Context: an optimization exercise on an open-source flow, tuned for small area, a short achievable clock period and few clock cycles. The choices shown serve that exercise and are no tape-out recipe. Function was checked by simulation only, so behaviour that the tests miss may differ from the original. Power is estimated from default activity; no workload was simulated.

File: flow/run.sh
#!/bin/bash
# synth_recipe.tcl (not shown) runs the flow's synth.tcl, then flattens the netlist and writes it again
# the make line also repeats each setting of config.mk as NAME=value (left out here)
make -C /OpenROAD-flow-scripts/flow DESIGN_CONFIG=/design/flow/config.mk WORK_HOME=/design/flow/orfs CLKGATE_MAP_FILE= SYNTH_SCRIPT=/design/flow/synth_recipe.tcl finish
File: flow/config.mk
export PLATFORM = sky130hd
export DESIGN_NAME = pile_manager_top
export DESIGN_NICKNAME = pile_manager_top
export VERILOG_FILES = /design/flow/design.v
export SDC_FILE = /design/flow/constraint.sdc
export NUM_CORES = 4
export LEC_CHECK = 0
export CAP_MARGIN = 20
export CORE_MARGIN = 2
export CORE_UTILIZATION = 40
export SLEW_MARGIN = 20
File: flow/constraint.sdc
create_clock -name core_clock -period 5.0 [get_ports {clk}]
set_input_delay 1.0000 -clock core_clock [delete_from_list [all_inputs] [get_ports {clk}]]
set_output_delay 1.0000 -clock core_clock [all_outputs]
set_load 0.01 [all_outputs]
File: flow/design.v
package card_pkg;
	typedef logic [3:0] card_t;
	localparam card_t card_copper = 4'd0;
	localparam card_t card_estate = 4'd3;
	typedef logic [6:0] pile_addr_t;
	typedef logic [7:0] pile_size_t;  
	localparam pile_size_t start_copper_count = 8'd7;
	localparam pile_size_t start_estate_count = 8'd3;
	localparam pile_size_t deck_depth = 8'd128;  
	localparam pile_size_t hand_depth = 8'd16;
	localparam pile_size_t hand_limit = 8'd5;  
	typedef enum logic [1:0] {
		pile_deck,
		pile_discard,
		pile_hand
	} pile_id_t;
	typedef enum logic [2:0] {
		cmd_new_game,
		cmd_buy,
		cmd_play,
		cmd_draw,
		cmd_endgame
	} cmd_code_t;
	typedef enum logic {
		op_write,
		op_move
	} op_kind_t;
endpackage
`timescale 1ns/1ps
module card_pile
#(
	parameter int depth = card_pkg::deck_depth
) (
	input logic clk,
	input card_pkg::pile_addr_t rd_addr,
	output card_pkg::card_t rd_card,
	input logic wr_en,
	input card_pkg::pile_addr_t wr_addr,
	input card_pkg::card_t wr_card
);
	card_pkg::card_t mem [depth];
	always_ff @(posedge clk) begin
		if (wr_en) begin
			mem[wr_addr[$clog2(depth)-1:0]] <= wr_card;
		end
		rd_card <= mem[rd_addr[$clog2(depth)-1:0]];
	end
endmodule
`timescale 1ns/1ps
module pile_store
(
	input logic clk,
	input logic reset,
	input logic op_valid,
	output logic op_ready,
	input card_pkg::op_kind_t op_kind,
	input card_pkg::pile_id_t op_src_pile,
	input card_pkg::pile_addr_t op_src_addr,
	input card_pkg::pile_id_t op_dst_pile,
	input card_pkg::pile_addr_t op_dst_addr,
	input logic op_copy,
	input logic op_emit,
	input card_pkg::card_t op_data,
	output logic store_idle,
	output logic out_valid,
	input logic out_ready,
	output card_pkg::card_t out_card
);
	typedef struct packed {
		card_pkg::op_kind_t kind;
		card_pkg::pile_id_t src_pile;
		card_pkg::pile_addr_t src_addr;
		card_pkg::pile_id_t dst_pile;
		card_pkg::pile_addr_t dst_addr;
		logic copy;
		logic emit;
		card_pkg::card_t data;
	} stage_t;
	stage_t s1;  
	stage_t s2;  
	logic s1_valid;
	logic s2_valid;
	logic s1_go;
	logic s2_go;
	logic s2_writes;
	logic fwd_hit;
	logic s2_fwd;
	card_pkg::card_t s2_fwd_card;
	card_pkg::pile_addr_t rd_addr;
	card_pkg::card_t deck_rd;
	card_pkg::card_t discard_rd;
	card_pkg::card_t hand_rd;
	card_pkg::card_t src_card;
	card_pkg::card_t s2_card;
	assign s2_go = s2_valid && (!s2.emit || out_ready);  
	assign s1_go = s1_valid && (!s2_valid || s2_go);
	assign op_ready = !s1_valid || s1_go;
	assign s2_writes = (s2.kind == card_pkg::op_write) || s2.copy;
	assign rd_addr = (s2_valid && !s2_go) ? s2.src_addr : s1.src_addr;
	assign fwd_hit = s2_go && s2_writes && (s2.dst_pile == s1.src_pile) &&
		(s2.dst_addr == s1.src_addr);
	always_comb begin
		case (s2.src_pile)
			card_pkg::pile_deck: src_card = deck_rd;
			card_pkg::pile_discard: src_card = discard_rd;
			default: src_card = hand_rd;
		endcase
		if (s2.kind == card_pkg::op_write) begin
			s2_card = s2.data;
		end else if (s2_fwd) begin
			s2_card = s2_fwd_card;
		end else begin
			s2_card = src_card;
		end
	end
	always_ff @(posedge clk or negedge reset) begin
		if (!reset) begin
			s1_valid <= 1'b0;
			s2_valid <= 1'b0;
			s2_fwd <= 1'b0;
		end else begin
			if (op_ready) begin
				s1_valid <= op_valid;
			end
			if (s1_go) begin
				s2_valid <= 1'b1;
				s2_fwd <= fwd_hit;
			end else if (s2_go) begin
				s2_valid <= 1'b0;
			end
		end
	end
	always_ff @(posedge clk) begin
		if (op_valid && op_ready) begin
			s1.kind <= op_kind;
			s1.src_pile <= op_src_pile;
			s1.src_addr <= op_src_addr;
			s1.dst_pile <= op_dst_pile;
			s1.dst_addr <= op_dst_addr;
			s1.copy <= op_copy;
			s1.emit <= op_emit;
			s1.data <= op_data;
		end
		if (s1_go) begin
			s2 <= s1;
			s2_fwd_card <= s2_card;
		end
	end
	card_pile #(.depth(card_pkg::deck_depth)) deck_i (
		.clk,
		.rd_addr,
		.rd_card(deck_rd),
		.wr_en(s2_go && s2_writes && (s2.dst_pile == card_pkg::pile_deck)),
		.wr_addr(s2.dst_addr),
		.wr_card(s2_card)
	);
	card_pile #(.depth(card_pkg::deck_depth)) discard_i (
		.clk,
		.rd_addr,
		.rd_card(discard_rd),
		.wr_en(s2_go && s2_writes && (s2.dst_pile == card_pkg::pile_discard)),
		.wr_addr(s2.dst_addr),
		.wr_card(s2_card)
	);
	card_pile #(.depth(card_pkg::hand_depth)) hand_i (
		.clk,
		.rd_addr,
		.rd_card(hand_rd),
		.wr_en(s2_go && s2_writes && (s2.dst_pile == card_pkg::pile_hand)),
		.wr_addr(s2.dst_addr),
		.wr_card(s2_card)
	);
	assign store_idle = !s1_valid && !s2_valid;
	assign out_valid = s2_valid && s2.emit;
	assign out_card = s2_card;
endmodule
`timescale 1ns/1ps
module pile_sequencer
(
	input logic clk,
	input logic reset,
	input logic cmd_valid,
	output logic cmd_ready,
	input card_pkg::cmd_code_t cmd_code,
	input card_pkg::card_t cmd_card,
	output logic op_valid,
	input logic op_ready,
	output card_pkg::op_kind_t op_kind,
	output card_pkg::pile_id_t op_src_pile,
	output card_pkg::pile_addr_t op_src_addr,
	output card_pkg::pile_id_t op_dst_pile,
	output card_pkg::pile_addr_t op_dst_addr,
	output logic op_copy,
	output logic op_emit,
	output card_pkg::card_t op_data,
	input logic store_idle,
	output card_pkg::pile_size_t deck_size,
	output card_pkg::pile_size_t discard_size,
	output card_pkg::pile_size_t hand_size
);
	typedef enum logic [3:0] {
		st_idle,
		st_new_game,
		st_buy,
		st_play_emit,
		st_play_fill,
		st_draw_clear,
		st_draw_deal,
		st_draw_refill,
		st_end_discard,
		st_end_deck,
		st_end_hand
	} state_t;
	state_t state;
	card_pkg::pile_size_t idx;  
	card_pkg::card_t arg;  
	logic fire;
	card_pkg::pile_id_t scan_pile;
	card_pkg::pile_size_t scan_size;
	assign cmd_ready = (state == st_idle) && store_idle;
	assign fire = op_valid && op_ready;
	always_comb begin
		case (state)
			st_end_deck: begin
				scan_pile = card_pkg::pile_deck;
				scan_size = deck_size;
			end
			st_end_hand: begin
				scan_pile = card_pkg::pile_hand;
				scan_size = hand_size;
			end
			default: begin
				scan_pile = card_pkg::pile_discard;
				scan_size = discard_size;
			end
		endcase
	end
	always_comb begin
		op_valid = 1'b0;
		op_kind = card_pkg::op_move;
		op_src_pile = card_pkg::pile_hand;
		op_src_addr = card_pkg::pile_addr_t'(idx);
		op_dst_pile = card_pkg::pile_discard;
		op_dst_addr = card_pkg::pile_addr_t'(discard_size);  
		op_copy = 1'b1;
		op_emit = 1'b0;
		op_data = arg;
		case (state)
			st_new_game: begin
				op_valid = 1'b1;
				op_kind = card_pkg::op_write;
				op_dst_addr = card_pkg::pile_addr_t'(idx);
				op_data = (idx < card_pkg::start_copper_count) ? card_pkg::card_copper : card_pkg::card_estate;
			end
			st_buy: begin
				op_valid = 1'b1;
				op_kind = card_pkg::op_write;
			end
			st_play_emit: begin
				op_valid = 1'b1;
				op_src_addr = card_pkg::pile_addr_t'(arg);
				op_emit = 1'b1;
			end
			st_play_fill: begin  
				op_valid = 1'b1;
				op_src_addr = card_pkg::pile_addr_t'(hand_size - 8'd1);
				op_dst_pile = card_pkg::pile_hand;
				op_dst_addr = card_pkg::pile_addr_t'(arg);
			end
			st_draw_clear: begin
				op_valid = (hand_size != '0);
			end
			st_draw_deal: begin
				op_valid = (hand_size < card_pkg::hand_limit) && (deck_size != '0);
				op_src_pile = card_pkg::pile_deck;
				op_src_addr = card_pkg::pile_addr_t'(deck_size - 8'd1);  
				op_dst_pile = card_pkg::pile_hand;
				op_dst_addr = card_pkg::pile_addr_t'(hand_size);
			end
			st_draw_refill: begin
				op_valid = (discard_size != '0);
				op_src_pile = card_pkg::pile_discard;
				op_src_addr = card_pkg::pile_addr_t'(deck_size);
				op_dst_pile = card_pkg::pile_deck;
				op_dst_addr = card_pkg::pile_addr_t'(deck_size);
			end
			st_end_discard, st_end_deck, st_end_hand: begin
				op_valid = (idx < scan_size);
				op_src_pile = scan_pile;
				op_copy = 1'b0;
				op_emit = 1'b1;
			end
			default: begin
				op_valid = 1'b0;
			end
		endcase
	end
	always_ff @(posedge clk) begin
		if (cmd_valid && cmd_ready) begin
			arg <= cmd_card;
		end
	end
	always_ff @(posedge clk or negedge reset) begin
		if (!reset) begin
			state <= st_idle;
			idx <= '0;
			deck_size <= '0;
			discard_size <= '0;
			hand_size <= '0;
		end else begin
			case (state)
				st_idle: begin
					if (cmd_valid && cmd_ready) begin
						idx <= '0;
						case (cmd_code)
							card_pkg::cmd_new_game: begin
								deck_size <= '0;
								discard_size <= '0;
								hand_size <= '0;
								state <= st_new_game;
							end
							card_pkg::cmd_buy: begin
								if (discard_size < card_pkg::deck_depth) begin  
									state <= st_buy;
								end
							end
							card_pkg::cmd_play: begin
								if (card_pkg::pile_size_t'(cmd_card) < hand_size) begin
									state <= st_play_emit;
								end
							end
							card_pkg::cmd_draw: state <= st_draw_clear;
							card_pkg::cmd_endgame: state <= st_end_discard;
							default: state <= st_idle;
						endcase
					end
				end
				st_new_game: begin
					if (fire) begin
						discard_size <= discard_size + 8'd1;
						idx <= idx + 8'd1;
						if (idx + 8'd1 == card_pkg::start_copper_count + card_pkg::start_estate_count) begin
							state <= st_idle;
						end
					end
				end
				st_buy: begin
					if (fire) begin
						discard_size <= discard_size + 8'd1;
						state <= st_idle;
					end
				end
				st_play_emit: begin
					if (fire) begin
						discard_size <= discard_size + 8'd1;
						state <= st_play_fill;
					end
				end
				st_play_fill: begin
					if (fire) begin
						hand_size <= hand_size - 8'd1;
						state <= st_idle;
					end
				end
				st_draw_clear: begin
					if (hand_size == '0) begin
						state <= st_draw_deal;
					end else if (fire) begin
						idx <= idx + 8'd1;
						hand_size <= hand_size - 8'd1;
						discard_size <= discard_size + 8'd1;
					end
				end
				st_draw_deal: begin
					if (hand_size >= card_pkg::hand_limit ||
						(deck_size == '0 && discard_size == '0)) begin
						state <= st_idle;
					end else if (deck_size == '0) begin
						state <= st_draw_refill;
					end else if (fire) begin
						deck_size <= deck_size - 8'd1;
						hand_size <= hand_size + 8'd1;
					end
				end
				st_draw_refill: begin
					if (discard_size == '0) begin
						state <= st_draw_deal;
					end else if (fire) begin
						deck_size <= deck_size + 8'd1;
						discard_size <= discard_size - 8'd1;
					end
				end
				st_end_discard, st_end_deck, st_end_hand: begin
					if (idx >= scan_size) begin
						idx <= '0;
						case (state)
							st_end_discard: state <= st_end_deck;
							st_end_deck: state <= st_end_hand;
							default: state <= st_idle;
						endcase
					end else if (fire) begin
						idx <= idx + 8'd1;
					end
				end
				default: state <= st_idle;
			endcase
		end
	end
endmodule
`timescale 1ns/1ps
module card_stream_out
(
	input logic clk,
	input logic reset,
	input logic in_valid,
	output logic in_ready,
	input card_pkg::card_t in_card,
	output logic card_valid,
	input logic card_ready,
	output card_pkg::card_t card_out
);
	logic [1:0] count;  
	card_pkg::card_t head;  
	card_pkg::card_t tail;  
	logic push;
	logic pop;
	assign in_ready = (count != 2'd2);  
	assign card_valid = (count != 2'd0);
	assign card_out = head;
	assign push = in_valid && in_ready;
	assign pop = card_valid && card_ready;
	always_ff @(posedge clk or negedge reset) begin
		if (!reset) begin
			count <= 2'd0;
		end else if (push && !pop) begin
			count <= count + 2'd1;
		end else if (pop && !push) begin
			count <= count - 2'd1;
		end
	end
	always_ff @(posedge clk) begin
		if (push && (count == 2'd0 || (count == 2'd1 && pop))) begin
			head <= in_card;  
		end else if (pop) begin
			head <= tail;
		end
		if (push && count == 2'd1 && !pop) begin
			tail <= in_card;
		end
	end
endmodule
`timescale 1ns/1ps
module pile_manager_top
(
	input logic clk,
	input logic reset,
	input logic cmd_valid,
	output logic cmd_ready,
	input card_pkg::cmd_code_t cmd_code,
	input card_pkg::card_t cmd_card,
	output logic card_valid,
	input logic card_ready,
	output card_pkg::card_t card_out,
	output card_pkg::pile_size_t deck_size,
	output card_pkg::pile_size_t discard_size,
	output card_pkg::pile_size_t hand_size
);
	logic op_valid;
	logic op_ready;
	card_pkg::op_kind_t op_kind;
	card_pkg::pile_id_t op_src_pile;
	card_pkg::pile_addr_t op_src_addr;
	card_pkg::pile_id_t op_dst_pile;
	card_pkg::pile_addr_t op_dst_addr;
	logic op_copy;
	logic op_emit;
	card_pkg::card_t op_data;
	logic store_idle;
	logic out_valid;
	logic out_ready;
	card_pkg::card_t out_card;
	pile_sequencer sequencer_i (
		.clk,
		.reset,
		.cmd_valid,
		.cmd_ready,
		.cmd_code,
		.cmd_card,
		.op_valid,
		.op_ready,
		.op_kind,
		.op_src_pile,
		.op_src_addr,
		.op_dst_pile,
		.op_dst_addr,
		.op_copy,
		.op_emit,
		.op_data,
		.store_idle,
		.deck_size,
		.discard_size,
		.hand_size
	);
	pile_store store_i (
		.clk,
		.reset,
		.op_valid,
		.op_ready,
		.op_kind,
		.op_src_pile,
		.op_src_addr,
		.op_dst_pile,
		.op_dst_addr,
		.op_copy,
		.op_emit,
		.op_data,
		.store_idle,
		.out_valid,
		.out_ready,
		.out_card
	);
	card_stream_out stream_i (
		.clk,
		.reset,
		.in_valid(out_valid),
		.in_ready(out_ready),
		.in_card(out_card),
		.card_valid,
		.card_ready,
		.card_out
	);
endmodule
==> flow_metrics.env <==
export IMPL_run_status="complete, no violations"
export IMPL_initial_core_util_pct=40.18
export IMPL_clock_skew_ps=39.20
export IMPL_cts_buffers=121
export IMPL_fp_coreArea_mm2=0.1290
export IMPL_synth_area_top_cells="edfxtp_1 67%, mux2i_1 5.3%, nand2_1 3.2%"
export IMPL_syn_area_per_cell_um2=14.29
export IMPL_crit_path_max_incr_delay_ps=660
export IMPL_synth_edf_count=1154
export IMPL_final_min_clock_period_ps=4009
export IMPL_grt_max_degree=188
export IMPL_worst_r2r_cell_count=10
export IMPL_cp_slowest_cell="or4_1"
export IMPL_cts_hold_repair_buffers=0
export IMPL_clock_sink_count=1207
export IMPL_ctsResizeCount=0
export IMPL_placed_cells=5251
export IMPL_vias_per_cell=5.765
export IMPL_worstPathArrival_ps=3010
export IMPL_postLayoutSetupSlackWorst_ps=991.2
export IMPL_synth_async_sr_flop_share_pct=3.397
export IMPL_worst_margin_pin_slew_ps=1069
export IMPL_grt_setup_unrepaired="false"
export IMPL_critPathMaxFanout=23
export IMPL_dieHeight_um=363.9
export IMPL_syn_to_final_growth_pct=12.17
export IMPL_cts_htree_levels=3
export IMPL_placedInstanceArea_mm2=0.05416
export IMPL_final_layout_size_suffix_gt1_share_pct=10.91
export IMPL_cp_cell_sequence="buf_4, or4_1, nor3_1, clkdlybuf4s50_1"
export IMPL_ctsLongestPathBuffers=3
export IMPL_clock_tree_from_tritoncts="done"
export IMPL_cp_top_family="simple AND/OR/NAND/NOR gates"
export IMPL_via_count=31610
export IMPL_ant_nets=0
export IMPL_setup_violations_final=0
export IMPL_syn_area_mm2=0.05182
export IMPL_count_of_buffers_from_port_buffering=40
export IMPL_layoutNonFillerInstCount=5483
export IMPL_chipWidth_um=363.9
export IMPL_tns_ps=0
export IMPL_path_depth=4
export IMPL_ys_flop_type="edfxtp_1"
export IMPL_post_place_ws_ps=875.7
export IMPL_drc_errors=0
export IMPL_p_leak_nw=19.39
export IMPL_gr_util_all_layers_pct=21.30
export IMPL_final_number_of_hold_violating_endpoints=0
export IMPL_grt_overflow_total=0
export IMPL_final_area_mm2=0.05813
export IMPL_fmax_mhz=249.5
export IMPL_min_period_over_period_pct=80.18
export IMPL_placement_rows=132
export IMPL_hold_slack_ps=287.5
export IMPL_grt_antenna_before_repair=0
export IMPL_max_cap_violations=0
export IMPL_finalNetCount=3675
export IMPL_routed_wire_length_per_instance_um=25.89
export IMPL_detail_route_first_pass_iterations=6
export IMPL_cts_root_buf="clkbuf_16"
export IMPL_detailed_place_hpwl_um=87860
export IMPL_start_kind="flop"
export IMPL_drt_total_wl_um=142000
export IMPL_yosys_top_cell_by_area="edfxtp_1"
export IMPL_number_of_global_route_vias_before_repair=31290
export IMPL_clkSlewWorstSetupHoldPaths_ps=60
export IMPL_critPathBufInv=2
export IMPL_post_synth_top_count_cell="edfxtp_1"
export IMPL_antenna_fix_cells=0
export IMPL_globalplace_congestion=0.9111
export IMPL_netlist_cell_type_count=87
export IMPL_worst_slew_margin_rel_pct=28.24
export IMPL_ys_warn_count=5
export IMPL_synth_commonest_cells="1154 x edfxtp_1, 444 x nand2_1, 371 x nor2_1"
export IMPL_detail_route_iter0_violations=3880
export IMPL_timing_final_max_slew_violations=0
export IMPL_holdCritPathClass="input port to asynchronous set/reset pin"
export IMPL_clkLatencyLatePin_ps=740
export IMPL_io_pins=41
export IMPL_power_density_cell_area_mw_per_mm2=649.5
export IMPL_dieArea_mm2=0.1325
export IMPL_register_area_share_after_synthesis_pct=69.31
export IMPL_post_synthesis_sequential_element_count=1207
export IMPL_grt_pass1_wl_um=209700
export IMPL_worstPathRequired_ps=4000
export IMPL_synth_nets=3669
export IMPL_synth_top_cell_area_share_pct=66.87
export IMPL_post_cts_repair_setup_buffers=0
export IMPL_synthCells=3627
export IMPL_timing_critical_path_to_type="primary output"
export IMPL_worstSetupPathType="flop to primary output"
export IMPL_vdd_ir_drop_worst_v=0.0007226
## power by group
part | total (W) | leakage [nW] | switching (W) | internal [W]
Sequential | 0.0145 | 11.0 | 0.000605 | 0.0139
Combinational | 0.0142 | 6.43 | 0.00991 | 0.00431
Clock | 0.00904 | 1.93 | 0.00388 | 0.00516
Total | 0.0378 | 19.4 | 0.0144 | 0.0234
## cells by family after synthesis
family                   after synthesis  synth area share [%]
multiplexers                         361                 8.810
flip-flops                          1207                 69.31
buffers and inverters                341                 3.185
adder cells (fa/ha/maj)               31                0.7630
XOR/XNOR                              27                0.4563
AND/OR/NAND/NOR                     1108                 9.291
AO/OA/AOI/OAI                        552                 8.182
## per-layer routing
metal,track usage (%),vias to the layer above,routed length (µm)
li1,-,13980,-
met1,28.86,16060,58930
met2,35.15,1319,68180
met3,3.893,241,10950
met4,5.972,0,3910
met5,0,-,0
## registers in the layout, summed over array words and instances (netlist names), 8 cells and up
register	flops
sequencer_i.hand_size	8
store_i.deck_i.mem	512
store_i.hand_i.mem	64
sequencer_i.deck_size	8
sequencer_i.discard_size	8
store_i.s2	25
store_i.s1	25
store_i.discard_i.mem	512
sequencer_i.idx	8
## final cells by class
| type | instances | area (µm²) |
|---|---|---|
| repair buffers | 135 | 1374 |
| well taps | 1742 | 2180 |
| inverters | 89 | 334.1 |
| clock buffers | 161 | 3311 |
| flip-flops and latches | 1207 | 35920 |
| clock inverters | 70 | 649.4 |
| multi-input cells | 2079 | 14360 |
| fillers | 11370 | 70860 |
## layout by cell type (no fill, tap or decap), types with 41 or more instances in the layout
master        n
edfxtp_1   1154
nand2_1     437
nor2_1      370
mux2i_1     275
a211oi_1    125
clkbuf_16   123
nand3_1     116
inv_1        87
buf_4        75
mux4_2       74
a311oi_1     48
o21ai_0      47
dfrtp_1      41
## per-stage QoR
| stage | power [W] | util (%) |
|---|---|---|
| 2_1_floorplan | 0.02380 | - |
| 3_3_place_gp | 0.02875 | 41.99 |
| 3_5_place_dp | 0.02884 | 41.99 |
| 4_1_cts | 0.03785 | 45.06 |
| 5_1_grt | 0.03926 | 45.07 |
| 6_report | 0.03776 | 45.07 |
## worst paths after layout
check	start	end	slack [ps]
max	sequencer_i.state[3]	cmd_ready	990
min	reset	sequencer_i.deck_size[6]	290
max reg2reg	stream_i.count[0]	store_i.deck_i.rd_card[0]	1030
min reg2reg	store_i.s1[0]	store_i.s2[0]	410
max in group asynchronous	reset	sequencer_i.idx[4]	4280
min in group core_clock	store_i.s1[0]	store_i.s2[0]	410
Testbench counts, summed over its fixed seeds: cycles 27,814.

==> static timing again, ports no longer ideal <==
Ports are ideal in the flow. The routed layout listed here was re-timed in OpenROAD.
Step 1, drivers: a clkbuf_16 drives clk and a buf_2 each remaining input, both assumed.
Step 2 moves the port delays by t, midway between the first and last clock arrival at a register: inputs arrive t later, outputs are due t later. That takes back most of the time a late clock gives input paths.
Three values: ideal ports, drivers, drivers and shift; two values: the first two.
shift t [ns]: 0.788
slack for setup (ns): 0.991 / 0.920 / 1.032
worst data-port slew with drivers (ns): 0.05
After both steps this run still meets setup and hold. The setup slack of this run moves by -0.071 ns with the drivers and by +0.041 ns with both steps.
